This is an optimization exercise on Yosys and OpenROAD, whose aim is small area, a short achievable clock period and few clock cycles per item, not a production implementation.
Where RTL was checked, it was by simulation tests only, not by an equivalence proof against the original.
The RTL of run 1 was laid out without a check of its function.

--- run.sh ---
#!/bin/bash
# synth_recipe.tcl (not shown) runs the flow's synth.tcl, then flattens the netlist and writes it again
# the make line also repeats each setting of config.mk as NAME=value (left out here)
make -C /OpenROAD-flow-scripts/flow DESIGN_CONFIG=/design/flow/config.mk WORK_HOME=/design/flow/orfs CLKGATE_MAP_FILE= SYNTH_SCRIPT=/design/flow/synth_recipe.tcl finish
--- config.mk ---
export PLATFORM = sky130hd
export DESIGN_NAME = alu_mc
export DESIGN_NICKNAME = alu_mc
export VERILOG_FILES = /design/flow/design.v
export SDC_FILE = /design/flow/constraint.sdc
export NUM_CORES = 4
export LEC_CHECK = 0
export CAP_MARGIN = 20
export CORE_MARGIN = 2
export CORE_UTILIZATION = 40
export SETUP_SLACK_MARGIN = 5
export SLEW_MARGIN = 20
--- constraint.sdc ---
create_clock -name core_clock -period 9.0 [get_ports {clk}]
set_input_delay 1.8000 -clock core_clock [delete_from_list [all_inputs] [get_ports {clk}]]
set_output_delay 1.8000 -clock core_clock [all_outputs]
set_load 0.01 [all_outputs]
--- design.v ---
package risc_constants;
    localparam int unsigned FN_W = 6;
    typedef logic [FN_W-1:0] alu_fn_t;
    localparam alu_fn_t alu_ADD    = 6'h00;
    localparam alu_fn_t alu_SUB    = 6'h01;
    localparam alu_fn_t alu_AND    = 6'h02;
    localparam alu_fn_t alu_OR     = 6'h03;
    localparam alu_fn_t alu_XOR    = 6'h04;
    localparam alu_fn_t alu_XNOR   = 6'h05;
    localparam alu_fn_t alu_A      = 6'h06;
    localparam alu_fn_t alu_SHL    = 6'h07;
    localparam alu_fn_t alu_SHR    = 6'h08;
    localparam alu_fn_t alu_SRA    = 6'h09;
    localparam alu_fn_t alu_CMPEQ  = 6'h0A;
    localparam alu_fn_t alu_CMPLT  = 6'h0B;
    localparam alu_fn_t alu_CMPLE  = 6'h0C;
    localparam alu_fn_t alu_MUL    = 6'h0D;
    localparam alu_fn_t alu_DIV    = 6'h0E;
    localparam alu_fn_t alu_CMPLTU = 6'h10;
    localparam alu_fn_t alu_REM    = 6'h11;
    typedef struct packed {
        logic div_zero;
        logic illegal_fn;
    } alu_flags_t;
endpackage
module alu_div_iter (
    input  logic [31:0] x,
    input  logic [7:0]  y,
    input  logic        yl,
    input  logic [31:0] zs,
    input  logic [31:0] zc,
    output logic [31:0] s,
    output logic [31:0] c
);
    logic [8:0]  yy;
    logic [31:0] row [0:3];
    logic [3:0]  neg;
    assign yy = {y, yl};
    always_comb begin
        for (int j = 0; j < 4; j++) begin
            logic h, m, l, one, two;
            h      = yy[2*j+2];
            m      = yy[2*j+1];
            l      = yy[2*j];
            one    = m ^ l;
            two    = (h & !m & !l) | (!h & m & l);
            neg[j] = h & !(m & l);
            row[j] = ((({32{one}} & x) | ({32{two}} & {x[30:0], 1'b0})) << (2*j)) ^ {32{neg[j]}};
        end
    end
    function automatic logic [31:0] maj(input logic [31:0] p, input logic [31:0] q, input logic [31:0] r);
        maj = (p & q) | (p & r) | (q & r);
    endfunction
    logic [31:0] s1, c1, s2, c2, s3, c3, m1, m2, m3, m4;
    always_comb begin
        s1 = zs ^ zc ^ row[0];
        m1 = maj(zs, zc, row[0]);
        c1 = {m1[30:0], neg[0]};
        s2 = row[1] ^ row[2] ^ row[3];
        m2 = maj(row[1], row[2], row[3]);
        c2 = {m2[30:0], neg[1]};
        s3 = s1 ^ c1 ^ s2;
        m3 = maj(s1, c1, s2);
        c3 = {m3[30:0], neg[2]};
        s  = s3 ^ c3 ^ c2;
        m4 = maj(s3, c3, c2);
        c  = {m4[30:0], neg[3]};
    end
endmodule
module alu_mc
#(
    parameter int unsigned WIDTH  = 32,
    parameter int unsigned DIV_EN = 1
) (
    input  logic             clk,
    input  logic             rst_n,
    input  logic             in_valid,
    output logic             in_ready,
    input  logic [WIDTH-1:0] a,
    input  logic [WIDTH-1:0] b,
    input  logic [risc_constants::FN_W-1:0] fn,
    output logic             out_valid,
    input  logic             out_ready,
    output logic [WIDTH-1:0] result,
    output logic             div_zero,
    output logic             illegal_fn
);
    localparam int U_IDLE = 0, U_WAIT = 1, U_MUL = 2, U_MFIN = 3, U_ABS = 4, U_ALIGN = 5,
                   U_DIV = 6, U_CORR = 7, U_FIN = 8;
    logic        iv_q, in_ready_q;
    logic [31:0] ia_q;
    logic [32:0] ib_q;
    logic        sel_add, sel_log, sel_shl, sel_shr, sel_eq, sel_lt, sel_ltu, sel_le, sel_il;
    logic [3:0]  lut_q;
    logic        sub_q, sra_q, long_q, mul_q, rem_q;
    logic        rv_q, zv_q;
    logic [31:0] r_q, z_q;
    logic        rdz_q, ril_q, zdz_q, zil_q;
    logic [8:0]  u_q;
    logic [31:0] zc_q;
    logic        ovl_q;
    logic [4:0]  cnt_q;
    logic        dlast_q, dsub_q;
    logic [5:0]  n_q;
    logic        triv_q, bz_q, sa_q, negq_q;
    logic accept, pop;
    assign accept = in_valid && in_ready_q;
    assign pop    = rv_q && out_ready;
    function automatic logic [5:0] lzc32(input logic [31:0] v);
        lzc32 = 6'd32;
        for (int i = 0; i < 32; i++) if (v[i]) lzc32 = 6'(31 - i);
    endfunction
    function automatic logic negpow2(input logic [31:0] v);
        negpow2 = v[31] && ((~v[31:1] & v[30:0]) == 31'd0);
    endfunction
    logic m_mul, m_mfin, m_abs, m_align, m_div, m_corr, m_fin;
    assign m_mul   = u_q[U_MUL];
    assign m_mfin  = u_q[U_MFIN];
    assign m_abs   = u_q[U_ABS];
    assign m_align = u_q[U_ALIGN];
    assign m_div   = u_q[U_DIV];
    assign m_corr  = u_q[U_CORR];
    assign m_fin   = u_q[U_FIN];
    logic [31:0] add_a, add_b;
    logic [32:0] add_s;
    logic        ltu, lts, eq;
    logic [31:0] lg;
    logic [31:0] sh_in, sh_out, sh_rev;
    logic [32:0] sh_wide;
    logic [4:0]  sh_amt;
    logic [31:0] e;
    assign add_a = ia_q & {32{!m_abs}};
    assign add_b = ib_q[31:0] ^ {32{sub_q}};
    assign add_s = {1'b0, add_a} + {1'b0, add_b} + {32'd0, sub_q};
    assign ltu   = !add_s[32];
    assign lts   = (ia_q[31] ^ ib_q[31]) ? ia_q[31] : ltu;
    assign eq    = ((ia_q ^ ib_q[31:0]) == 32'd0);
    always_comb begin
        for (int i = 0; i < 32; i++) lg[i] = lut_q[{ia_q[i], ib_q[i]}];
    end
    always_comb begin
        for (int i = 0; i < 32; i++) sh_in[i] = sel_shl ? ia_q[31-i] : ia_q[i];
    end
    assign sh_amt  = m_align ? n_q[4:0] : ib_q[4:0];
    assign sh_wide = $unsigned($signed({sra_q & ia_q[31], sh_in}) >>> sh_amt);
    assign sh_out  = sh_wide[31:0];
    always_comb begin
        for (int i = 0; i < 32; i++) sh_rev[i] = sh_out[31-i];
    end
    assign e = ({32{sel_add}} & add_s[31:0])
             | ({32{sel_log}} & lg)
             | ({32{sel_shl}} & sh_rev)
             | ({32{sel_shr}} & sh_out)
             | {31'd0, (sel_eq & eq) | (sel_lt & lts) | (sel_ltu & ltu) | (sel_le & (lts | eq))};
    logic [31:0] ms, mc;
    alu_div_iter u_mul (
        .x  (ia_q),
        .y  (ib_q[7:0]),
        .yl (ovl_q),
        .zs (z_q),
        .zc (zc_q),
        .s  (ms),
        .c  (mc)
    );
    logic        selA_ib, selA_z, selA_ia, invA, selB_ia, selB_zc, ucin;
    logic [32:0] opA, opB, csum;
    logic        qbit;
    assign selA_ib = m_div || m_corr || (m_fin && rem_q);
    assign selA_z  = m_mfin || (m_align && rem_q) || (m_fin && !rem_q);
    assign selA_ia = m_abs;
    assign invA    = (m_abs && ia_q[31]) || (m_fin && negq_q) || (m_align && bz_q && !rem_q);
    assign selB_ia = m_div || m_corr;
    assign selB_zc = m_mfin;
    assign ucin    = (m_div && dsub_q) || (m_abs && ia_q[31]) || (m_fin && negq_q);
    assign opA  = (({33{selA_ib}} & ib_q) | ({33{selA_z}} & {1'b0, z_q}) | ({33{selA_ia}} & {1'b0, ia_q}))
                ^ {33{invA}};
    assign opB  = ({33{selB_ia}} & ({1'b0, ia_q} ^ {33{m_div && dsub_q}})) | ({33{selB_zc}} & {1'b0, zc_q});
    assign csum = opA + opB + {32'd0, ucin};
    assign qbit = !csum[32];
    logic        u_push, move, push, i_free;
    logic [31:0] push_d;
    logic        push_dz, push_il;
    assign u_push  = m_mfin || (m_align && triv_q) || m_fin;
    assign move    = iv_q && !long_q && !(rv_q && !pop && zv_q);
    assign push    = move || u_push;
    assign push_d  = move ? e : csum[31:0];
    assign push_dz = !move && m_align && bz_q;
    assign push_il = move && sel_il;
    assign i_free  = !iv_q || move || u_push;
    logic iv_d, rv_d, zv_d;
    always_comb begin
        iv_d = accept || (iv_q && !i_free);
        if (!rv_q || pop) begin
            rv_d = zv_q || push;
            zv_d = zv_q && push;
        end else begin
            rv_d = 1'b1;
            zv_d = zv_q || push;
        end
    end
    logic        fn_mul, fn_rem, fn_long;
    logic        ustart, ustart_go;
    logic [8:0]  u_d;
    logic [5:0]  n_d;
    logic        triv_d, mul_more;
    assign fn_mul  = (fn == risc_constants::alu_MUL);
    assign fn_rem  = (fn == risc_constants::alu_REM);
    assign fn_long = fn_mul || fn_rem || (fn == risc_constants::alu_DIV);
    assign ustart    = (accept && fn_long) || u_q[U_WAIT];
    assign ustart_go = ustart && !zv_d;
    assign mul_more  = !((ib_q[31:7] == 25'd0) || (ib_q[31:7] == {25{1'b1}}));
    always_comb begin
        u_d = '0;
        if (ustart) begin
            if (zv_d) u_d[U_WAIT] = 1'b1;
            else if (accept ? fn_mul : mul_q) u_d[U_MUL] = 1'b1;
            else u_d[U_ABS] = 1'b1;
        end else if (m_mul) begin
            if (mul_more) u_d[U_MUL] = 1'b1;
            else u_d[U_MFIN] = 1'b1;
        end else if (m_abs) begin
            u_d[U_ALIGN] = 1'b1;
        end else if (m_align && !triv_q) begin
            u_d[U_DIV] = 1'b1;
        end else if (m_div) begin
            if (!dlast_q) u_d[U_DIV] = 1'b1;
            else if (rem_q && !qbit) u_d[U_CORR] = 1'b1;
            else u_d[U_FIN] = 1'b1;
        end else if (m_corr) begin
            u_d[U_FIN] = 1'b1;
        end else begin
            u_d[U_IDLE] = 1'b1;
        end
    end
    assign n_d    = (lzc32(ib_q[31:0] ^ {32{ib_q[31]}}) - {5'd0, negpow2(ib_q[31:0])})
                  - (lzc32(ia_q ^ {32{ia_q[31]}}) - {5'd0, negpow2(ia_q)});
    assign triv_d = (ib_q[31:0] == 32'd0) || n_d[5];
    logic fin_next;
    assign fin_next = u_d[U_MFIN] || u_d[U_FIN] || (u_d[U_ALIGN] && triv_d);
    always_ff @(posedge clk or negedge rst_n) begin
        if (!rst_n) begin
            iv_q       <= 1'b0;
            in_ready_q <= 1'b1;
            rv_q       <= 1'b0;
            zv_q       <= 1'b0;
            u_q        <= 9'd1;
        end else begin
            iv_q       <= iv_d;
            in_ready_q <= !iv_d || fin_next ||
                          ((accept ? !fn_long : (iv_q && !long_q)) && !(rv_d && zv_d));
            rv_q       <= rv_d;
            zv_q       <= zv_d;
            u_q        <= u_d;
        end
    end
    always_ff @(posedge clk) begin
        if (accept) begin
            ia_q    <= a;
            ib_q    <= {b[31], b};
            sel_add <= (fn == risc_constants::alu_ADD) || (fn == risc_constants::alu_SUB);
            sel_log <= (fn >= risc_constants::alu_AND) && (fn <= risc_constants::alu_A);
            case (fn)
                risc_constants::alu_AND:  lut_q <= 4'b1000;
                risc_constants::alu_OR:   lut_q <= 4'b1110;
                risc_constants::alu_XOR:  lut_q <= 4'b0110;
                risc_constants::alu_XNOR: lut_q <= 4'b1001;
                default:                  lut_q <= 4'b1100;    
            endcase
            sel_shl <= (fn == risc_constants::alu_SHL);
            sel_shr <= (fn == risc_constants::alu_SHR) || (fn == risc_constants::alu_SRA);
            sel_eq  <= (fn == risc_constants::alu_CMPEQ);
            sel_lt  <= (fn == risc_constants::alu_CMPLT);
            sel_ltu <= (fn == risc_constants::alu_CMPLTU);
            sel_le  <= (fn == risc_constants::alu_CMPLE);
            sel_il  <= !((fn <= 6'h0E) || (fn == 6'h10) || (fn == 6'h11));
            sub_q   <= (fn != risc_constants::alu_ADD);
            sra_q   <= (fn == risc_constants::alu_SRA);
            long_q  <= fn_long;
            mul_q   <= fn_mul;
            rem_q   <= fn_rem;
        end else if (m_mul) begin
            ia_q    <= {ia_q[23:0], 8'd0};
            ib_q    <= {{8{ib_q[32]}}, ib_q[32:8]};
        end else if (m_abs) begin
            ia_q    <= ib_q[31] ? add_s[31:0] : ib_q[31:0];
            ib_q    <= {1'b0, csum[31:0]};
            sel_shl <= 1'b1;    
            sra_q   <= 1'b0;
        end else if (m_align) begin
            ia_q    <= sh_rev;
        end else if (m_div) begin
            if (!dlast_q) ia_q <= {1'b0, ia_q[31:1]};
            ib_q    <= csum;
        end else if (m_corr) begin
            ib_q    <= csum;
        end
    end
    always_ff @(posedge clk) begin
        if (ustart_go) begin
            zc_q  <= 32'd0;
            ovl_q <= 1'b0;
        end else if (m_mul) begin
            zc_q  <= mc;
            ovl_q <= ib_q[7];
        end
        if (m_abs) begin
            n_q    <= n_d;
            triv_q <= triv_d;
            bz_q   <= (ib_q[31:0] == 32'd0);
            sa_q   <= ia_q[31];
            negq_q <= ia_q[31] ^ (ib_q[31] & !rem_q);
        end
        if (m_align) begin
            cnt_q   <= n_q[4:0];
            dlast_q <= (n_q[4:0] == 5'd0);
            dsub_q  <= 1'b1;
        end else if (m_div) begin
            cnt_q   <= cnt_q - 5'd1;
            dlast_q <= (cnt_q == 5'd1);
            dsub_q  <= qbit;
        end
    end
    always_ff @(posedge clk) begin
        if (!rv_q || pop) begin
            if (zv_q) begin
                r_q   <= z_q;
                rdz_q <= zdz_q;
                ril_q <= zil_q;
            end else if (push) begin
                r_q   <= push_d;
                rdz_q <= push_dz;
                ril_q <= push_il;
            end
        end
        if (push && (zv_q || (rv_q && !pop))) begin
            z_q   <= push_d;
            zdz_q <= push_dz;
            zil_q <= push_il;
        end else if (ustart_go) begin
            z_q <= 32'd0;
        end else if (m_mul) begin
            z_q <= ms;
        end else if (m_abs) begin
            z_q <= ia_q;
        end else if (m_align) begin
            z_q <= 32'd0;
        end else if (m_div) begin
            z_q <= {z_q[30:0], qbit};
        end
    end
    assign in_ready   = in_ready_q;
    assign out_valid  = rv_q;
    assign result     = r_q;
    assign div_zero   = rdz_q;
    assign illegal_fn = ril_q;
endmodule
==> results.py, run 1 <==
metrics = {
    "run_status": {
        "status": "no timing/DRC/antenna violations",
    },
    "yosys": {
        "synth-edff-count": 164,
        "synthesis.nets": 3532,
        "syn_area_per_cell_um2": 8.39,
        "syn_inst": 3248,
        "seq_area_frac_synth_pct": 21.8,
        "yosysUniqueCellTypes": 92,
        "ys_warn_count": 3,
        "synthFlopType": "edfxtp_1",
        "syn_area_mm2": 0.0272,
        "synth_seq_cells": 211,
        "synthArstFlopShare_pct": 5.69,
    },
    "clock_network": {
        "clk_pin_slew_ps": 70,
        "cts_max_level": 1,
        "cts_tree": "built",
        "cts.sinks": 211,
        "clockRootBuffer": "clkbuf_16",
        "clk_path_buf_depth": 3,
        "insertion_delay_ps": 650,
        "cts_buffers": 29,
    },
    "final_layout": {
        "fin_nets": 3676,
        "post_route_cells_drive_above_1_share_pct": 24.4,
        "instances_no_fill": 4292,
        "area_delta_synth_final_pct": 29.2,
    },
    "sta": {
        "clock.fmax_ghz": 0.183,
        "period_minus_slack_ps": 5470,
        "tns_ps": 0,
        "drv_slew": 0,
        "relSlewSlack_pct": 4.15,
        "skew_ps": 28.9,
        "finalCritPeriodShare_pct": 60.8,
        "setup_viol": 0,
        "grt_setup_unrepaired": "true",
        "hold_violations": 0,
        "worst_pin_slew_ps": 1440,
    },
    "global_route": {
        "antenna_found_initial": 8,
        "grt_max_degree": 169,
        "grt.overflow.total": 0,
        "grt_pass1_vias": 28900,
        "grt_pass1_wl_um": 214000,
        "grt.total_usage_pct": 42.2,
    },
    "floorplanning": {
        "num_rows": 95,
        "die_w_um": 265,
        "start_util_pct": 40.5,
        "die_y_um": 265,
        "core-area_mm2": 0.0673,
        "dieArea_mm2": 0.0702,
        "num_io_pins": 110,
    },
    "critical_path": {
        "crit_arrival_ps": 5870,
        "crit_family": "compound AO/OA/AOI/OAI gates",
        "startpoint_type": "flip-flop",
        "crit_type": "reg2reg",
        "reg2reg_from": "ia_q[3]$_DFFE_PP_",
        "critPathMaxFanout": 2,
        "critPathLaunch": "ia_q[3]$_DFFE_PP_",
        "crit_buf_inv": 3,
        "cp-end-kind": "flip-flop",
        "cp_slowest_cell": "fa_1",
        "cp_data_required_time_ps": 9400,
        "slowest_delay_ps": 520,
    },
    "job": {
        "cap_violations": 0,
    },
    "routing": {
        "wl_per_cell_um": 36.0,
        "drc": 0,
        "vias": 30700,
        "wl_um": 155000,
        "viasPerCell": 7.16,
        "drtIter0Drc": 5346,
        "drtPass1Iterations": 14,
        "ant_nets": 0,
    },
    "placed_design": {
        "place_hpwl_um": 97700,
        "dp_cells": 3990,
        "io_buffers": 109,
        "gp_congestion": 1.04,
    },
    "hold_path": {
        "hold_path.startpoint": "mul_q$_DFF_P_",
        "holdCritPathClass": "reg2reg",
    },
}
-- registers in the layout, summed over array words and instances (netlist names), 4 cells and up --
signal and cells:
cnt_q 5, n_q 5, u_q 8, ib_q 33, zc_q 32, ia_q 32
r_q 32, z_q 32, lut_q 4
-- cell type report --
| type | instances | area (um^2) |
|---|---|---|
| antenna | 5 | 12.5 |
| clock buffer | 34 | 744 |
| clock inverter | 19 | 258 |
| fill | 6025 | 32100 |
| inverter | 141 | 569 |
| multi-input combinational | 2552 | 21800 |
| sequential | 211 | 5940 |
| tap | 873 | 1090 |
| timing repair buffer | 457 | 4810 |
-- cell usage after synthesis, types with 22 or more instances --
cell type  count  area share (%)
a211oi_1      57             1.6
a21o_1        56             1.5
a21oi_1      192             3.5
a221o_1       41             1.5
a221oi_1      69             2.2
a222oi_1      39             1.4
a22oi_1      117             3.2
a31oi_1       23            0.53
buf_1         52            0.72
clkbuf_1     272             3.7
dfxtp_1       35             2.6
edfxtp_1     164              18
fa_1         129             9.5
ha_1          81             3.7
inv_1        135             1.9
mux2_2        22            0.91
mux2i_1       82             3.0
mux4_2        52             4.3
nand2_1      287             4.0
nand2b_1      26            0.60
nand3_1       74             1.4
nand4_1       24            0.55
nor2_1       272             3.7
nor2b_1       43            0.99
nor3_1        33            0.61
o21a_1        25            0.69
o21ai_0      169             3.1
o21ai_1       60             1.1
o31ai_1       23            0.63
xnor2_1      195             6.3
xor2_1       110             3.5
-- layout by cell type (no fill, tap or decap), types with 26 or more instances in the layout --
cell type        instances
nor3_1                  29
a21o_1                  54
nand3_1                 72
xnor2_1                172
a221o_1                 39
o21ai_2                 41
nor2b_1                 36
a21oi_2                 40
o21ai_0                115
nor2_1                 234
edfxtp_1               164
buf_6                   72
a211oi_1                51
mux4_2                  52
nand2_1                277
dfxtp_1                 35
xor2_1                  99
buf_4                  222
clkdlybuf4s50_1        105
mux2i_1                 70
a222oi_1                39
ha_1                    74
buf_12                  26
fa_1                   122
a22oi_1                116
inv_1                  125
a21oi_1                147
a221oi_1                57
o21ai_1                 61
clkbuf_16               31
-- metal layers --
layer / GRT usage, % / wire length, um / vias to the layer above
met5: 1.59 / 167 / -
met4: 31.9 / 15300 / 10
met3: 19.2 / 24900 / 909
met2: 58.2 / 60700 / 2762
met1: 51.0 / 53600 / 14900
li1: - / - / 12200
-- worst register-to-register path: stages (launching register included) --
cell	delay (ps)
edfxtp_1	510
buf_12	190
a21boi_4	130
o22ai_4	170
buf_4	140
o21ai_2	50
a21oi_2	130
o211ai_1	130
a41oi_1	210
o21ai_1	100
o221ai_2	220
a211oi_2	120
nor3_1	210
o21ai_1	80
a211oi_1	370
o31ai_4	140
fa_2	370
fa_1	520
inv_2	50
ha_4	160
fa_2	360
a21o_1	170
a21oi_2	140
xnor2_1	140
xnor2_1	160
xor2_1	170
nand2b_1	110
-- cells by family after synthesis --
| family | Yosys count | share of synthesized area [%] |
|---|---|---|
| AOI/OAI and AO/OA | 1014 | 25.7 |
| xor gates and xnor gates | 305 | 9.81 |
| adders and majority gates | 210 | 13.2 |
| buffers and inverters | 489 | 6.91 |
| DFF | 211 | 21.8 |
| muxes | 158 | 8.31 |
| and+or+nand+nor | 861 | 14.3 |
-- worst paths after layout --
path | endpoint | depth (start not counted) | slack, ps
setup / recovery | triv_q$_DFFE_PP_ | 26 | 3530
hold / removal | mul_q$_DFF_P_ | 2 | 520
setup reg to reg | triv_q$_DFFE_PP_ | 26 | 3530
hold reg to reg | mul_q$_DFF_P_ | 2 | 520
max in group asynchronous | u_q[4]$_DFF_PN0_ | 1 | 6860
min in group asynchronous | u_q[5]$_DFF_PN0_ | 1 | 1590
-- per-stage QoR --
step	cell area (um^2)	setup slack [ps]	hold slack, ps	utilization, %
floorplan	27600	4040	440	-
global placement	29200	3050	499	43.4
detailed placement	29200	3060	493	43.4
CTS	33600	3590	510	50.0
global route	35200	3230	530	52.3
finish	35200	3530	517	52.3
-- timing repair --
action                                  4_1_cts  5_1_grt
endpoints found under the setup margin      192      173
gates cloned                                 17        2
buffers inserted                            151       74
pin swaps                                   119      110
hold buffers                                  0        0
gates resized for setup                     370      205
==> run 2: changes to the inputs <==
--- a/design.v
+++ b/design.v
@@ -100,6 +100,6 @@
     logic [31:0] zc_q;
-    logic        ovl_q;
+    logic        ovl_q, mfirst_q;
     logic [4:0]  cnt_q;
-    logic        dlast_q, dsub_q;
-    logic [5:0]  n_q;
+    logic        dlast_q, dsub_q, sd_q;
+    logic [4:0]  ma_q, mb_q, n_q;
     logic        triv_q, bz_q, sa_q, negq_q;
@@ -108,5 +108,14 @@
     assign pop    = rv_q && out_ready;
-    function automatic logic [5:0] lzc32(input logic [31:0] v);
-        lzc32 = 6'd32;
-        for (int i = 0; i < 32; i++) if (v[i]) lzc32 = 6'(31 - i);
+    function automatic logic [31:0] therm(input logic [31:0] v);
+        therm[31] = v[31];
+        for (int i = 30; i >= 0; i--) therm[i] = therm[i+1] | v[i];
+    endfunction
+    function automatic logic [4:0] tenc(input logic [31:0] t);
+        logic [32:0] tt;
+        tt = {1'b0, t};
+        for (int k = 0; k < 5; k++) begin
+            tenc[k] = 1'b0;
+            for (int j = 0; (1 << k) * (2 * j + 1) < 32; j++)
+                tenc[k] = tenc[k] | (tt[(1 << k) * (2 * j + 1)] & !tt[(1 << (k + 1)) * (j + 1)]);
+        end
     endfunction
@@ -123,4 +132,2 @@
     assign m_fin   = u_q[U_FIN];
-    logic [31:0] add_a, add_b;
-    logic [32:0] add_s;
     logic        ltu, lts, eq;
@@ -131,6 +138,4 @@
     logic [31:0] e;
-    assign add_a = ia_q & {32{!m_abs}};
-    assign add_b = ib_q[31:0] ^ {32{sub_q}};
-    assign add_s = {1'b0, add_a} + {1'b0, add_b} + {32'd0, sub_q};
-    assign ltu   = !add_s[32];
+    logic [32:0] csum;
+    assign ltu   = !csum[32];
     assign lts   = (ia_q[31] ^ ib_q[31]) ? ia_q[31] : ltu;
@@ -141,6 +146,6 @@
     always_comb begin
-        for (int i = 0; i < 32; i++) sh_in[i] = sel_shl ? ia_q[31-i] : ia_q[i];
+        for (int i = 0; i < 32; i++) sh_in[i] = (sel_shl || m_align) ? ia_q[31-i] : ia_q[i];
     end
-    assign sh_amt  = m_align ? n_q[4:0] : ib_q[4:0];
-    assign sh_wide = $unsigned($signed({sra_q & ia_q[31], sh_in}) >>> sh_amt);
+    assign sh_amt  = m_align ? n_q : ib_q[4:0];
+    assign sh_wide = $signed({sra_q & ia_q[31] & !m_align, sh_in}) >>> sh_amt;
     assign sh_out  = sh_wide[31:0];
@@ -149,3 +154,3 @@
     end
-    assign e = ({32{sel_add}} & add_s[31:0])
+    assign e = ({32{sel_add}} & csum[31:0])
              | ({32{sel_log}} & lg)
@@ -159,4 +164,4 @@
         .yl (ovl_q),
-        .zs (z_q),
-        .zc (zc_q),
+        .zs (z_q & {32{!mfirst_q}}),
+        .zc (zc_q & {32{!mfirst_q}}),
         .s  (ms),
@@ -164,15 +169,10 @@
     );
-    logic        selA_ib, selA_z, selA_ia, invA, selB_ia, selB_zc, ucin;
-    logic [32:0] opA, opB, csum;
+    logic        selA_ia, selA_ib, selA_z, invA, alu_m, selB_D, selB_zc, eff_sub, ucin;
+    logic [32:0] opA, opB;
     logic        qbit;
-    assign selA_ib = m_div || m_corr || (m_fin && rem_q);
-    assign selA_z  = m_mfin || (m_align && rem_q) || (m_fin && !rem_q);
-    assign selA_ia = m_abs;
-    assign invA    = (m_abs && ia_q[31]) || (m_fin && negq_q) || (m_align && bz_q && !rem_q);
-    assign selB_ia = m_div || m_corr;
-    assign selB_zc = m_mfin;
-    assign ucin    = (m_div && dsub_q) || (m_abs && ia_q[31]) || (m_fin && negq_q);
-    assign opA  = (({33{selA_ib}} & ib_q) | ({33{selA_z}} & {1'b0, z_q}) | ({33{selA_ia}} & {1'b0, ia_q}))
+    assign opA  = (({33{selA_ia}} & {1'b0, ia_q}) | ({33{selA_ib}} & ib_q) | ({33{selA_z}} & {1'b0, z_q}))
                 ^ {33{invA}};
-    assign opB  = ({33{selB_ia}} & ({1'b0, ia_q} ^ {33{m_div && dsub_q}})) | ({33{selB_zc}} & {1'b0, zc_q});
+    assign opB  = ({33{alu_m}}  & {1'b0, ib_q[31:0] ^ {32{sub_q}}})
+                | ({33{selB_D}} & ({sd_q, ia_q} ^ {33{eff_sub}}))
+                | ({33{selB_zc}} & {1'b0, zc_q});
     assign csum = opA + opB + {32'd0, ucin};
@@ -185,3 +185,3 @@
     assign push    = move || u_push;
-    assign push_d  = move ? e : csum[31:0];
+    assign push_d  = e;
     assign push_dz = !move && m_align && bz_q;
@@ -203,3 +203,4 @@
     logic [8:0]  u_d;
-    logic [5:0]  n_d;
+    logic [4:0]  ma_d, mb_d;
+    logic [31:0] t_a, t_b;
     logic        triv_d, mul_more;
@@ -226,3 +227,3 @@
             if (!dlast_q) u_d[U_DIV] = 1'b1;
-            else if (rem_q && !qbit) u_d[U_CORR] = 1'b1;
+            else if (rem_q) u_d[U_CORR] = 1'b1;
             else u_d[U_FIN] = 1'b1;
@@ -234,5 +235,34 @@
     end
-    assign n_d    = (lzc32(ib_q[31:0] ^ {32{ib_q[31]}}) - {5'd0, negpow2(ib_q[31:0])})
-                  - (lzc32(ia_q ^ {32{ia_q[31]}}) - {5'd0, negpow2(ia_q)});
-    assign triv_d = (ib_q[31:0] == 32'd0) || n_d[5];
+    always_comb begin
+        t_a = therm(ia_q ^ {32{ia_q[31]}});
+        t_b = therm(ib_q[31:0] ^ {32{ib_q[31]}});
+        if (negpow2(ia_q))       t_a = {t_a[30:0], 1'b1};
+        if (negpow2(ib_q[31:0])) t_b = {t_b[30:0], 1'b1};
+    end
+    assign ma_d   = tenc(t_a);
+    assign mb_d   = tenc(t_b);
+    assign n_q    = ma_q - mb_q;
+    assign triv_d = (ib_q[31:0] == 32'd0) || ((t_b & ~t_a) != 32'd0);
+    logic rem_d, sub_d, sd_d, bz_d, dsub_d, uadd_d, eff_d;
+    assign rem_d  = accept ? fn_rem : rem_q;
+    assign sub_d  = accept ? (fn != risc_constants::alu_ADD) : sub_q;
+    assign sd_d   = m_abs ? ib_q[31] : sd_q;
+    assign bz_d   = (ib_q[31:0] == 32'd0);
+    assign dsub_d = m_align ? 1'b1 : qbit;
+    assign uadd_d = u_d[U_DIV] || u_d[U_CORR] || u_d[U_MFIN] || u_d[U_FIN] || u_d[U_ALIGN];
+    assign eff_d  = (u_d[U_DIV] ? dsub_d : 1'b0) ^ sd_d;
+    always_ff @(posedge clk) begin
+        selA_ia <= !uadd_d;
+        selA_ib <= u_d[U_DIV] || u_d[U_CORR] || (u_d[U_FIN] && rem_d);
+        selA_z  <= u_d[U_MFIN] || (u_d[U_ALIGN] && rem_d) || (u_d[U_FIN] && !rem_d);
+        invA    <= (u_d[U_ABS] && (accept ? a[31] : ia_q[31])) || (u_d[U_FIN] && negq_q) ||
+                   (u_d[U_ALIGN] && bz_d && !rem_d);
+        alu_m   <= !uadd_d && !u_d[U_ABS];
+        selB_D  <= u_d[U_DIV] || (u_d[U_CORR] && csum[32]);
+        selB_zc <= u_d[U_MFIN];
+        eff_sub <= eff_d;
+        ucin    <= (!uadd_d && !u_d[U_ABS] && sub_d) ||
+                   (u_d[U_DIV] && eff_d) || (u_d[U_CORR] && csum[32] && sd_d) ||
+                   (u_d[U_ABS] && (accept ? a[31] : ia_q[31])) || (u_d[U_FIN] && negq_q);
+    end
     logic fin_next;
@@ -259,3 +289,3 @@
             ib_q    <= {b[31], b};
-            sel_add <= (fn == risc_constants::alu_ADD) || (fn == risc_constants::alu_SUB);
+            sel_add <= (fn == risc_constants::alu_ADD) || (fn == risc_constants::alu_SUB) || fn_long;
             sel_log <= (fn >= risc_constants::alu_AND) && (fn <= risc_constants::alu_A);
@@ -284,6 +314,4 @@
         end else if (m_abs) begin
-            ia_q    <= ib_q[31] ? add_s[31:0] : ib_q[31:0];
+            ia_q    <= ib_q[31:0];
             ib_q    <= {1'b0, csum[31:0]};
-            sel_shl <= 1'b1;    
-            sra_q   <= 1'b0;
         end else if (m_align) begin
@@ -291,3 +319,3 @@
         end else if (m_div) begin
-            if (!dlast_q) ia_q <= {1'b0, ia_q[31:1]};
+            if (!dlast_q) ia_q <= {sd_q, ia_q[31:1]};
             ib_q    <= csum;
@@ -298,11 +326,12 @@
     always_ff @(posedge clk) begin
+        mfirst_q <= ustart_go;
         if (ustart_go) begin
-            zc_q  <= 32'd0;
             ovl_q <= 1'b0;
         end else if (m_mul) begin
-            zc_q  <= mc;
             ovl_q <= ib_q[7];
         end
+        if (m_mul) zc_q <= mc;
         if (m_abs) begin
-            n_q    <= n_d;
+            ma_q   <= ma_d;
+            mb_q   <= mb_d;
             triv_q <= triv_d;
@@ -310,2 +339,3 @@
             sa_q   <= ia_q[31];
+            sd_q   <= ib_q[31];
             negq_q <= ia_q[31] ^ (ib_q[31] & !rem_q);
@@ -313,4 +343,4 @@
         if (m_align) begin
-            cnt_q   <= n_q[4:0];
-            dlast_q <= (n_q[4:0] == 5'd0);
+            cnt_q   <= n_q;
+            dlast_q <= (n_q == 5'd0);
             dsub_q  <= 1'b1;
@@ -338,4 +368,2 @@
             zil_q <= push_il;
-        end else if (ustart_go) begin
-            z_q <= 32'd0;
         end else if (m_mul) begin
--- a/config.mk
+++ b/config.mk
@@ -12 +12,2 @@
 export SLEW_MARGIN = 20
+export TNS_END_PERCENT = 0
==> run 2 against run 1 <==
Net effect:
- still clean
- clock-buffer cell count is 1 lower
- die area grew 0.86%
- design area decreased by 8.5%
- clock skew shrank 5.8 ps
- routed wire length fell by 8.9%
- register-to-register slack better by 1100 ps
- worst setup slack better by 1100 ps
- sequential cell count grew 15
- sequential share of layout area grew 3.6 points
- synthesized cell count down 3.6%
- critical path type unchanged
- largest cell class unchanged
==> results.py, run 2 <==
metrics = {
    "critical_path": {
        "startpoint_type": "flip-flop",
        "crit_arrival_ps": 4750,
        "cp_data_required_time_ps": 9330,
        "crit_type": "reg2reg",
        "cp-end-kind": "flip-flop",
        "critPathMaxFanout": 10,
    },
    "clock_network": {
        "clk_pin_slew_ps": 60,
        "cts_max_level": 1,
        "insertion_delay_ps": 600,
        "cts.sinks": 226,
        "cts_tree": "built",
        "clk_path_buf_depth": 3,
        "clockRootBuffer": "clkbuf_16",
        "cts_buffers": 29,
        "cts_hold_buf": 0,
    },
    "sta": {
        "grt_setup_unrepaired": "true",
        "period_minus_slack_ps": 4420,
        "clock.fmax_ghz": 0.226,
        "setup_ws_ps": 4580,
        "finalCritPeriodShare_pct": 49.1,
        "worst_pin_slew_ps": 1200,
        "skew_ps": 23.2,
        "tns_ps": 0,
        "drv_slew": 0,
        "hold_violations": 0,
        "setup_viol": 0,
        "hold_slack_ps": 505,
        "relSlewSlack_pct": 20.2,
    },
    "global_route": {
        "grt.overflow.total": 0,
        "grt_pass1_wl_um": 197000,
        "antenna_found_initial": 10,
        "grt.total_usage_pct": 38.6,
        "grt_max_degree": 76,
        "grt_pass1_vias": 26300,
    },
    "routing": {
        "viasPerCell": 7.00,
        "wl_um": 141000,
        "ant_nets": 0,
        "drtPass1Iterations": 8,
        "vias": 28500,
        "drc": 0,
        "wl_per_cell_um": 34.6,
        "drtIter0Drc": 5276,
    },
    "hold_path": {
        "holdCritPathClass": "reg2reg",
    },
    "final_layout": {
        "final_common_cell": "inv_1",
        "post_route_cells_drive_above_1_share_pct": 17.7,
        "area_delta_synth_final_pct": 17.2,
        "instances_no_fill": 4077,
        "layout_common_cells": "254 x inv_1, 217 x nand2_1, 215 x nor2_1",
        "top_register": "ib_q",
        "final_util_pct": 47.1,
        "largest_reg_flops": 33,
        "fin_nets": 3407,
    },
    "yosys": {
        "yosysMostFrequentCell": "inv_1",
        "synthArstFlopShare_pct": 5.31,
        "syn_inst": 3131,
        "synthFlopType": "edfxtp_1",
        "ys_top_cells_by_count": "257 x inv_1, 234 x clkbuf_1, 222 x nand2_1, 221 x nor2_1, 199 x edfxtp_1",
        "yosys.area.top_type": "edfxtp_1",
        "syn_area_per_cell_um2": 8.78,
        "seq_area_frac_synth_pct": 23.9,
        "ys_warn_count": 3,
        "synth_top_area_share_pct": 21.7,
        "synth-edff-count": 199,
        "synthesis.nets": 3375,
        "synth_area_leaders": "edfxtp_1 22%, fa_1 9.2%, xnor2_1 6.1%",
        "yosysUniqueCellTypes": 111,
        "syn_area_mm2": 0.0275,
        "synth_seq_cells": 226,
    },
    "placed_design": {
        "dp_cells": 3905,
        "dp_slack_ps": 2420,
        "io_buffers": 109,
        "gp_congestion": 1.05,
        "place_hpwl_um": 97200,
    },
    "floorplanning": {
        "die_y_um": 266,
        "num_io_pins": 110,
        "num_rows": 96,
        "start_util_pct": 40.2,
        "core-area_mm2": 0.0683,
        "dieArea_mm2": 0.0708,
        "die_w_um": 266,
    },
    "run_status": {
        "status": "no timing/DRC/antenna violations",
    },
    "job": {
        "cap_violations": 0,
    },
}
==> run 2: per-layer routing <==
metal / vias up / GRT usage, % / share of wire, %
li1: 11500 / - / -
met1: 13900 / 50.2 / 37
met2: 2573 / 53.8 / 40
met3: 596 / 16.1 / 16
met4: 12 / 21.7 / 7.4
met5: - / 0 / 0.15
==> run 2: through the flow <==
step                      cell area [um^2]
after floorplan                      27500
after global placement               29200
after detailed placement             29200
after CTS                            31700
after global routing                 32200
final                                32200
==> run 2: final timing paths <==
check / to / startpoint / slack, ps / cells after the start
min in group asynchronous: zv_q$_DFF_PN0_ / rst_n / 1640 / 1
max: r_q[28]$_DFFE_PP_ / ib_q[24]$_DFFE_PP_ / 4580 / 12
max in group asynchronous: u_q[5]$_DFF_PN0_ / rst_n / 6840 / 1
max reg2reg: r_q[28]$_DFFE_PP_ / ib_q[24]$_DFFE_PP_ / 4580 / 12
min reg2reg: mul_q$_DFF_P_ / mul_q$_DFF_P_ / 510 / 2
min: mul_q$_DFF_P_ / mul_q$_DFF_P_ / 510 / 2
==> run 2: cell families after synthesis <==
| family | Yosys count | synth area share (%) |
|---|---|---|
| AOI/OAI and AO/OA | 879 | 22.7 |
| and+or+nand+nor | 774 | 13.7 |
| buffers and inverters | 586 | 8.51 |
| xor gates and xnor gates | 299 | 9.53 |
| DFF | 226 | 23.9 |
| muxes | 197 | 10.3 |
| adders and majority gates | 170 | 11.2 |
==> run 2: area by class of cell <==
| cell class | instances | area [um^2] |
|---|---|---|
| clock inverters | 19 | 193 |
| multi-input cells | 2324 | 19600 |
| clock buffers | 33 | 751 |
| flip-flops and latches | 226 | 6610 |
| repair buffers | 315 | 2930 |
| fillers | 6507 | 36100 |
| inverters | 267 | 1030 |
| diodes | 11 | 27.5 |
| well taps | 882 | 1100 |
==> run 2: critical path, stage by stage, from the launching register on <==
cell and delay (ps):
edfxtp_1 680, buf_4 360, xor2_1 100, a222oi_1 300, inv_1 90, ha_1 410, a21o_1 200, a21o_1 190
or3_1 390, o21ai_4 290, xor2_2 300, o211ai_1 390, mux2_2 450
==> run 2: what timing repair did <==
item                       CTS  global route
gates resized for setup    198            50
pin swaps                   39            29
gates cloned                 6             1
buffers inserted            75            25
setup endpoints to repair  213           157
Testbench counts of run 2, summed over its fixed seeds: cycles 284,352, ops 160,000.
==> run 3: changes to the inputs <==
--- a/design.v
+++ b/design.v
@@ -87,4 +87,4 @@
 );
-    localparam int U_IDLE = 0, U_WAIT = 1, U_MUL = 2, U_MFIN = 3, U_ABS = 4, U_ALIGN = 5,
-                   U_DIV = 6, U_CORR = 7, U_FIN = 8;
+    localparam int U_IDLE = 0, U_WAIT = 1, U_MUL = 2, U_MFIN = 3, U_ALIGN = 4,
+                   U_DIV = 5, U_CORR = 6, U_FIN = 7;
     logic        iv_q, in_ready_q;
@@ -95,2 +95,4 @@
     logic        sub_q, sra_q, long_q, mul_q, rem_q;
+    logic [4:0]  ma_q, mb_q;
+    logic        triv_q, bz_q, sa_q, sd_q, negq_q;
     logic        rv_q, zv_q;
@@ -98,3 +100,3 @@
     logic        rdz_q, ril_q, zdz_q, zil_q;
-    logic [8:0]  u_q;
+    logic [7:0]  u_q;
     logic [31:0] zc_q;
@@ -102,5 +104,3 @@
     logic [4:0]  cnt_q;
-    logic        dlast_q, dsub_q, sd_q;
-    logic [4:0]  ma_q, mb_q, n_q;
-    logic        triv_q, bz_q, sa_q, negq_q;
+    logic        dlast_q, dsub_q;
     logic accept, pop;
@@ -124,6 +124,5 @@
     endfunction
-    logic m_mul, m_mfin, m_abs, m_align, m_div, m_corr, m_fin;
+    logic m_mul, m_mfin, m_align, m_div, m_corr, m_fin;
     assign m_mul   = u_q[U_MUL];
     assign m_mfin  = u_q[U_MFIN];
-    assign m_abs   = u_q[U_ABS];
     assign m_align = u_q[U_ALIGN];
@@ -132,2 +131,3 @@
     assign m_fin   = u_q[U_FIN];
+    logic [32:0] csum;
     logic        ltu, lts, eq;
@@ -136,13 +136,15 @@
     logic [32:0] sh_wide;
-    logic [4:0]  sh_amt;
+    logic [4:0]  sh_amt, n_q;
     logic [31:0] e;
-    logic [32:0] csum;
     assign ltu   = !csum[32];
     assign lts   = (ia_q[31] ^ ib_q[31]) ? ia_q[31] : ltu;
-    assign eq    = ((ia_q ^ ib_q[31:0]) == 32'd0);
+    assign eq    = (lg == 32'hFFFF_FFFF);      
     always_comb begin
-        for (int i = 0; i < 32; i++) lg[i] = lut_q[{ia_q[i], ib_q[i]}];
+        for (int i = 0; i < 32; i++)
+            lg[i] = ia_q[i] ? (ib_q[i] ? lut_q[3] : lut_q[2]) : (ib_q[i] ? lut_q[1] : lut_q[0]);
     end
+    assign n_q = ma_q - mb_q;
     always_comb begin
-        for (int i = 0; i < 32; i++) sh_in[i] = (sel_shl || m_align) ? ia_q[31-i] : ia_q[i];
+        for (int i = 0; i < 32; i++)
+            sh_in[i] = m_align ? ib_q[31-i] : (sel_shl ? ia_q[31-i] : ia_q[i]);
     end
@@ -183,7 +185,7 @@
     assign u_push  = m_mfin || (m_align && triv_q) || m_fin;
-    assign move    = iv_q && !long_q && !(rv_q && !pop && zv_q);
+    assign move    = iv_q && !long_q && (!zv_q || out_ready);
     assign push    = move || u_push;
     assign push_d  = e;
-    assign push_dz = !move && m_align && bz_q;
-    assign push_il = move && sel_il;
+    assign push_dz = m_align && bz_q;
+    assign push_il = sel_il;
     assign i_free  = !iv_q || move || u_push;
@@ -200,11 +202,23 @@
     end
-    logic        fn_mul, fn_rem, fn_long;
-    logic        ustart, ustart_go;
-    logic [8:0]  u_d;
-    logic [4:0]  ma_d, mb_d;
     logic [31:0] t_a, t_b;
-    logic        triv_d, mul_more;
+    logic [4:0]  ma_in, mb_in;
+    logic        triv_in, bz_in;
+    always_comb begin
+        t_a = therm(a ^ {32{a[31]}});
+        t_b = therm(b ^ {32{b[31]}});
+        if (negpow2(a)) t_a = {t_a[30:0], 1'b1};
+        if (negpow2(b)) t_b = {t_b[30:0], 1'b1};
+    end
+    assign ma_in   = tenc(t_a);
+    assign mb_in   = tenc(t_b);
+    assign bz_in   = (b == 32'd0);
+    assign triv_in = bz_in || ((t_b & ~t_a) != 32'd0);
+    logic        fn_mul, fn_rem, fn_div, fn_long;
+    logic        ustart, ustart_go;
+    logic [7:0]  u_d;
+    logic        mul_more;
     assign fn_mul  = (fn == risc_constants::alu_MUL);
     assign fn_rem  = (fn == risc_constants::alu_REM);
-    assign fn_long = fn_mul || fn_rem || (fn == risc_constants::alu_DIV);
+    assign fn_div  = (fn == risc_constants::alu_DIV) || fn_rem;
+    assign fn_long = fn_mul || fn_div;
     assign ustart    = (accept && fn_long) || u_q[U_WAIT];
@@ -217,3 +231,3 @@
             else if (accept ? fn_mul : mul_q) u_d[U_MUL] = 1'b1;
-            else u_d[U_ABS] = 1'b1;
+            else u_d[U_ALIGN] = 1'b1;
         end else if (m_mul) begin
@@ -221,4 +235,2 @@
             else u_d[U_MFIN] = 1'b1;
-        end else if (m_abs) begin
-            u_d[U_ALIGN] = 1'b1;
         end else if (m_align && !triv_q) begin
@@ -235,27 +247,18 @@
     end
-    always_comb begin
-        t_a = therm(ia_q ^ {32{ia_q[31]}});
-        t_b = therm(ib_q[31:0] ^ {32{ib_q[31]}});
-        if (negpow2(ia_q))       t_a = {t_a[30:0], 1'b1};
-        if (negpow2(ib_q[31:0])) t_b = {t_b[30:0], 1'b1};
-    end
-    assign ma_d   = tenc(t_a);
-    assign mb_d   = tenc(t_b);
-    assign n_q    = ma_q - mb_q;
-    assign triv_d = (ib_q[31:0] == 32'd0) || ((t_b & ~t_a) != 32'd0);
-    logic rem_d, sub_d, sd_d, bz_d, dsub_d, uadd_d, eff_d;
-    assign rem_d  = accept ? fn_rem : rem_q;
-    assign sub_d  = accept ? (fn != risc_constants::alu_ADD) : sub_q;
-    assign sd_d   = m_abs ? ib_q[31] : sd_q;
-    assign bz_d   = (ib_q[31:0] == 32'd0);
+    logic rem_n, sub_n, triv_n, bz_n, sa_n, sd_n, dsub_d, uadd_d, eff_d;
+    assign rem_n  = in_ready_q ? fn_rem : rem_q;
+    assign sub_n  = in_ready_q ? (fn != risc_constants::alu_ADD) : sub_q;
+    assign triv_n = in_ready_q ? triv_in : triv_q;
+    assign bz_n   = in_ready_q ? bz_in : bz_q;
+    assign sa_n   = in_ready_q ? a[31] : sa_q;
+    assign sd_n   = in_ready_q ? b[31] : sd_q;
     assign dsub_d = m_align ? 1'b1 : qbit;
-    assign uadd_d = u_d[U_DIV] || u_d[U_CORR] || u_d[U_MFIN] || u_d[U_FIN] || u_d[U_ALIGN];
-    assign eff_d  = (u_d[U_DIV] ? dsub_d : 1'b0) ^ sd_d;
+    assign uadd_d = u_d[U_DIV] || u_d[U_CORR] || u_d[U_MFIN] || u_d[U_FIN];
+    assign eff_d  = (u_d[U_DIV] ? dsub_d : 1'b0) ^ sd_n;
     always_ff @(posedge clk) begin
         selA_ia <= !uadd_d;
-        selA_ib <= u_d[U_DIV] || u_d[U_CORR] || (u_d[U_FIN] && rem_d);
-        selA_z  <= u_d[U_MFIN] || (u_d[U_ALIGN] && rem_d) || (u_d[U_FIN] && !rem_d);
-        invA    <= (u_d[U_ABS] && (accept ? a[31] : ia_q[31])) || (u_d[U_FIN] && negq_q) ||
-                   (u_d[U_ALIGN] && bz_d && !rem_d);
-        alu_m   <= !uadd_d && !u_d[U_ABS];
+        selA_ib <= u_d[U_DIV] || u_d[U_CORR] || (u_d[U_FIN] && rem_n);
+        selA_z  <= u_d[U_MFIN] || (u_d[U_FIN] && !rem_n);
+        invA    <= (u_d[U_ALIGN] && sa_n) || (u_d[U_FIN] && negq_q);
+        alu_m   <= !uadd_d && !u_d[U_ALIGN];
         selB_D  <= u_d[U_DIV] || (u_d[U_CORR] && csum[32]);
@@ -263,8 +266,8 @@
         eff_sub <= eff_d;
-        ucin    <= (!uadd_d && !u_d[U_ABS] && sub_d) ||
-                   (u_d[U_DIV] && eff_d) || (u_d[U_CORR] && csum[32] && sd_d) ||
-                   (u_d[U_ABS] && (accept ? a[31] : ia_q[31])) || (u_d[U_FIN] && negq_q);
+        ucin    <= (!uadd_d && !u_d[U_ALIGN] && sub_n) ||
+                   (u_d[U_DIV] && eff_d) || (u_d[U_CORR] && csum[32] && sd_n) ||
+                   (u_d[U_ALIGN] && sa_n) || (u_d[U_FIN] && negq_q);
     end
     logic fin_next;
-    assign fin_next = u_d[U_MFIN] || u_d[U_FIN] || (u_d[U_ALIGN] && triv_d);
+    assign fin_next = u_d[U_MFIN] || u_d[U_FIN] || (u_d[U_ALIGN] && triv_n);
     always_ff @(posedge clk or negedge rst_n) begin
@@ -275,3 +278,3 @@
             zv_q       <= 1'b0;
-            u_q        <= 9'd1;
+            u_q        <= 8'd1;
         end else begin
@@ -286,7 +289,9 @@
     always_ff @(posedge clk) begin
-        if (accept) begin
+        if (in_ready_q) begin
             ia_q    <= a;
             ib_q    <= {b[31], b};
-            sel_add <= (fn == risc_constants::alu_ADD) || (fn == risc_constants::alu_SUB) || fn_long;
-            sel_log <= (fn >= risc_constants::alu_AND) && (fn <= risc_constants::alu_A);
+            sel_add <= (fn == risc_constants::alu_ADD) || (fn == risc_constants::alu_SUB) ||
+                       fn_mul || (fn_div && !triv_in);
+            sel_log <= ((fn >= risc_constants::alu_AND) && (fn <= risc_constants::alu_A)) ||
+                       (fn_div && triv_in);
             case (fn)
@@ -296,2 +301,4 @@
                 risc_constants::alu_XNOR: lut_q <= 4'b1001;
+                risc_constants::alu_CMPEQ, risc_constants::alu_CMPLE: lut_q <= 4'b1001;
+                risc_constants::alu_DIV:  lut_q <= {4{bz_in}};
                 default:                  lut_q <= 4'b1100;    
@@ -310,2 +317,9 @@
             rem_q   <= fn_rem;
+            ma_q    <= ma_in;
+            mb_q    <= mb_in;
+            triv_q  <= triv_in;
+            bz_q    <= bz_in;
+            sa_q    <= a[31];
+            sd_q    <= b[31];
+            negq_q  <= a[31] ^ (b[31] & !fn_rem);
         end else if (m_mul) begin
@@ -313,7 +327,5 @@
             ib_q    <= {{8{ib_q[32]}}, ib_q[32:8]};
-        end else if (m_abs) begin
-            ia_q    <= ib_q[31:0];
-            ib_q    <= {1'b0, csum[31:0]};
         end else if (m_align) begin
-            ia_q    <= sh_rev;
+            ia_q    <= sh_rev;                    
+            ib_q    <= {1'b0, csum[31:0]};        
         end else if (m_div) begin
@@ -333,11 +345,2 @@
         if (m_mul) zc_q <= mc;
-        if (m_abs) begin
-            ma_q   <= ma_d;
-            mb_q   <= mb_d;
-            triv_q <= triv_d;
-            bz_q   <= (ib_q[31:0] == 32'd0);
-            sa_q   <= ia_q[31];
-            sd_q   <= ib_q[31];
-            negq_q <= ia_q[31] ^ (ib_q[31] & !rem_q);
-        end
         if (m_align) begin
@@ -352,4 +355,7 @@
     end
+    logic z_take, u_live;
+    assign z_take = zv_q ? out_ready : (rv_q && !out_ready);
+    assign u_live = m_mul || (m_align && !triv_q) || m_div || m_corr;
     always_ff @(posedge clk) begin
-        if (!rv_q || pop) begin
+        if (!rv_q || out_ready) begin
             if (zv_q) begin
@@ -358,3 +364,3 @@
                 ril_q <= zil_q;
-            end else if (push) begin
+            end else begin
                 r_q   <= push_d;
@@ -364,3 +370,3 @@
         end
-        if (push && (zv_q || (rv_q && !pop))) begin
+        if (z_take && !u_live) begin
             z_q   <= push_d;
@@ -370,4 +376,2 @@
             z_q <= ms;
-        end else if (m_abs) begin
-            z_q <= ia_q;
         end else if (m_align) begin
==> run 3 against run 2 <==
Net effect:
- critical path depth shrank 2
- global-route usage decreased by 2.8 points
- core utilization up 0.63 points
- sequential share of layout area hardly changed
==> results.py, run 3 <==
metrics = {
    "run_status": {
        "status": "no timing/DRC/antenna violations",
    },
    "critical_path": {
        "cp_cell_sequence": "inv_2 > clkbuf_8 > a22oi_1 > o211a_2 > nand2_1 > nand2_1 > a21boi_0 > a22o_1 > a221oi_2 > mux2i_1",
        "startpoint_type": "flip-flop",
        "crit_top_cell": "nand2_1",
        "reg2reg_from": "u_q[4]$_DFF_PN0_",
        "cp_slowest_cell": "dfrtp_4",
        "critPathMaxFanout": 47,
        "cp-end-kind": "flip-flop",
        "crit_arrival_ps": 4810,
        "slowest_delay_ps": 800,
        "critPathLaunch": "u_q[4]$_DFF_PN0_",
        "cp_data_required_time_ps": 9420,
        "crit_type": "reg2reg",
    },
    "floorplanning": {
        "num_rows": 95,
        "die_w_um": 265,
        "dieArea_mm2": 0.0702,
        "core-area_mm2": 0.0673,
        "num_io_pins": 110,
        "die_y_um": 265,
        "start_util_pct": 40.5,
    },
    "yosys": {
        "syn_inst": 3127,
        "seq_area_frac_synth_pct": 24.1,
        "syn_area_per_cell_um2": 8.71,
        "synth_seq_cells": 226,
        "syn_area_mm2": 0.0272,
        "synthFlopType": "edfxtp_1",
        "synthesis.nets": 3371,
        "yosysMostFrequentCell": "clkbuf_1",
        "synth_top_area_share_pct": 21.9,
        "ys_top_cells_by_count": "256 x clkbuf_1, 251 x inv_1, 227 x nand2_1, 199 x edfxtp_1, 199 x nor2_1",
        "synthArstFlopShare_pct": 4.87,
        "yosys.area.top_type": "edfxtp_1",
        "synth_area_leaders": "edfxtp_1 22%, fa_1 9.3%, xnor2_1 5.8%",
        "ys_warn_count": 3,
        "yosysUniqueCellTypes": 93,
        "synth-edff-count": 199,
    },
    "sta": {
        "hold_violations": 0,
        "tns_ps": 0,
        "finalCritPeriodShare_pct": 48.8,
        "relSlewSlack_pct": 18.6,
        "grt_setup_unrepaired": "true",
        "worst_pin_slew_ps": 1210,
        "period_minus_slack_ps": 4390,
        "drv_slew": 0,
        "setup_viol": 0,
        "clock.fmax_ghz": 0.228,
        "skew_ps": 30.4,
    },
    "global_route": {
        "grt_max_degree": 74,
        "grt.overflow.total": 0,
        "grt_pass1_vias": 25900,
        "antenna_found_initial": 5,
        "grt_pass1_wl_um": 185000,
        "grt.total_usage_pct": 35.9,
    },
    "final_layout": {
        "area_delta_synth_final_pct": 18.0,
        "fin_nets": 3424,
        "top_register": "ib_q",
        "final_common_cell": "inv_1",
        "post_route_cells_drive_above_1_share_pct": 19.6,
        "layout_common_cells": "247 x inv_1, 220 x nand2_1, 199 x edfxtp_1",
        "largest_reg_flops": 33,
        "instances_no_fill": 4083,
    },
    "routing": {
        "ant_nets": 0,
        "drtIter0Drc": 3747,
        "vias": 27600,
        "viasPerCell": 6.76,
        "drtPass1Iterations": 8,
        "wl_per_cell_um": 31.7,
        "drc": 0,
        "wl_um": 130000,
    },
    "clock_network": {
        "insertion_delay_ps": 610,
        "cts_max_level": 1,
        "cts_hold_buf": 0,
        "cts_buffers": 29,
        "clockRootBuffer": "clkbuf_16",
        "cts.sinks": 226,
        "clk_pin_slew_ps": 60,
        "cts_tree": "built",
        "clk_path_buf_depth": 3,
    },
    "hold_path": {
        "hold_path.startpoint": "sel_il$_DFFE_PP_",
        "holdCritPathClass": "reg2reg",
    },
    "placed_design": {
        "io_buffers": 109,
        "place_hpwl_um": 92200,
        "dp_cells": 3879,
        "gp_congestion": 1.05,
    },
    "job": {
        "cap_violations": 0,
    },
}
==> run 3: cell count changes after synthesis, moves of 16 or more <==
cell      previous run  this run
o221ai_1             4        33
xor2_1             109        88
mux2i_1             98       133
a221oi_1            36        17
nor3b_1             14        40
mux2_2              33        65
nor2_1             221       199
clkbuf_1           234       256
nand4_1             21        37
mux4_2              65        38
a21oi_1            156       136
a31oi_1             30        11
o22ai_1             36        15
==> run 3: timing repair <==
action | 4_1_cts | 5_1_grt
buffers inserted | 85 | 53
setup endpoints to repair | 186 | 140
cloned | 2 | 2
gates resized for setup | 355 | 162
pin swaps | 45 | 49
==> run 3: path summary, 6_finish.rpt <==
| check | to | depth (start not counted) | slack, ps |
|---|---|---|---|
| setup / recovery | r_q[25]$_DFFE_PP_ | 10 | 4610 |
| hold / removal | zil_q$_DFFE_PP_ | 0 | 460 |
| setup reg to reg | r_q[25]$_DFFE_PP_ | 10 | 4610 |
| hold reg to reg | zil_q$_DFFE_PP_ | 0 | 460 |
| max in group asynchronous | u_q[4]$_DFF_PN0_ | 1 | 6960 |
| min in group asynchronous | u_q[5]$_DFF_PN0_ | 1 | 1590 |
==> run 3: kinds of logic after synthesis <==
logic type | after synthesis | synth area share, %
compound gates | 846 | 22.5
simple gates | 810 | 14.7
buf+inv | 570 | 7.97
xor+xnor | 269 | 8.65
mux | 236 | 10.7
flops | 226 | 24.1
fa+ha+maj | 170 | 11.3
==> run 3: area by class of cell <==
type,count,area [um^2]
Antenna cell,8,20.0
Clock inverter,19,178
Tap cell,873,1090
Sequential cell,226,6600
Clock buffer,34,744
Multi-Input combinational cell,2332,19600
Timing Repair Buffer,333,2900
Inverter,258,996
Fill cell,6513,35200
==> run 3: worst max-delay path: cells and delay by family (launching register included) <==
family	cells	cell delay [ps]
DFF	1	800
muxes	1	280
buffers and inverters	2	350
and+or+nand+nor	2	720
AOI/OAI and AO/OA	5	2010
==> run 3: layer usage <==
| metal | vias up | wire (um) | track usage [%] |
|---|---|---|---|
| met4 | 2 | 8420 | 18.6 |
| met3 | 458 | 15600 | 9.82 |
| li1 | 11500 | - | - |
| met2 | 1959 | 55000 | 52.9 |
| met5 | - | 13 | 0 |
| met1 | 13600 | 50500 | 48.0 |
==> run 3: stage by stage <==
stage                     util, %  setup slack, ps  hold WS [ps]  instance area [um^2]
after floorplan                 -             3900           422                 27300
after global placement       43.0             2440           437                 28900
final                        47.7             4610           465                 32100
after CTS                    46.4             4570           463                 31200
after detailed placement     43.0             2450           448                 28900
after global routing         47.7             4550           474                 32100
Testbench counts of run 3, summed over its fixed seeds: cycles 274,568, ops 160,000.

-- what the ideal ports hide --
Ports are ideal in the flow. The routed layouts listed here were re-timed in OpenROAD. Step 1: set_driving_cell puts a clkbuf_16 on clk and a buf_2 on each other input, an assumption about the parent block. Step 2 also shifts input and output timing later by t, the mid clock arrival at the registers, as if the neighbouring blocks saw the same clock. a / b / c = ideal / step 1 / step 2; a / b = the first two.
run | t (ns) | slack for setup (ns) | clock arrival spread, ns
run 1 | 0.710 | 3.526 / 3.526 / 3.526 | 0.029 / 0.029
run 2 | 0.645 | 4.580 / 4.580 / 4.143 | 0.023 / 0.023
run 3 | 0.662 | 4.610 / 4.610 / 4.003 | 0.030 / 0.030
After both steps every run listed still meets setup and hold. The setup slack of run 3, which loses most, moves by 0.000 ns with the drivers and by -0.607 ns with both steps.
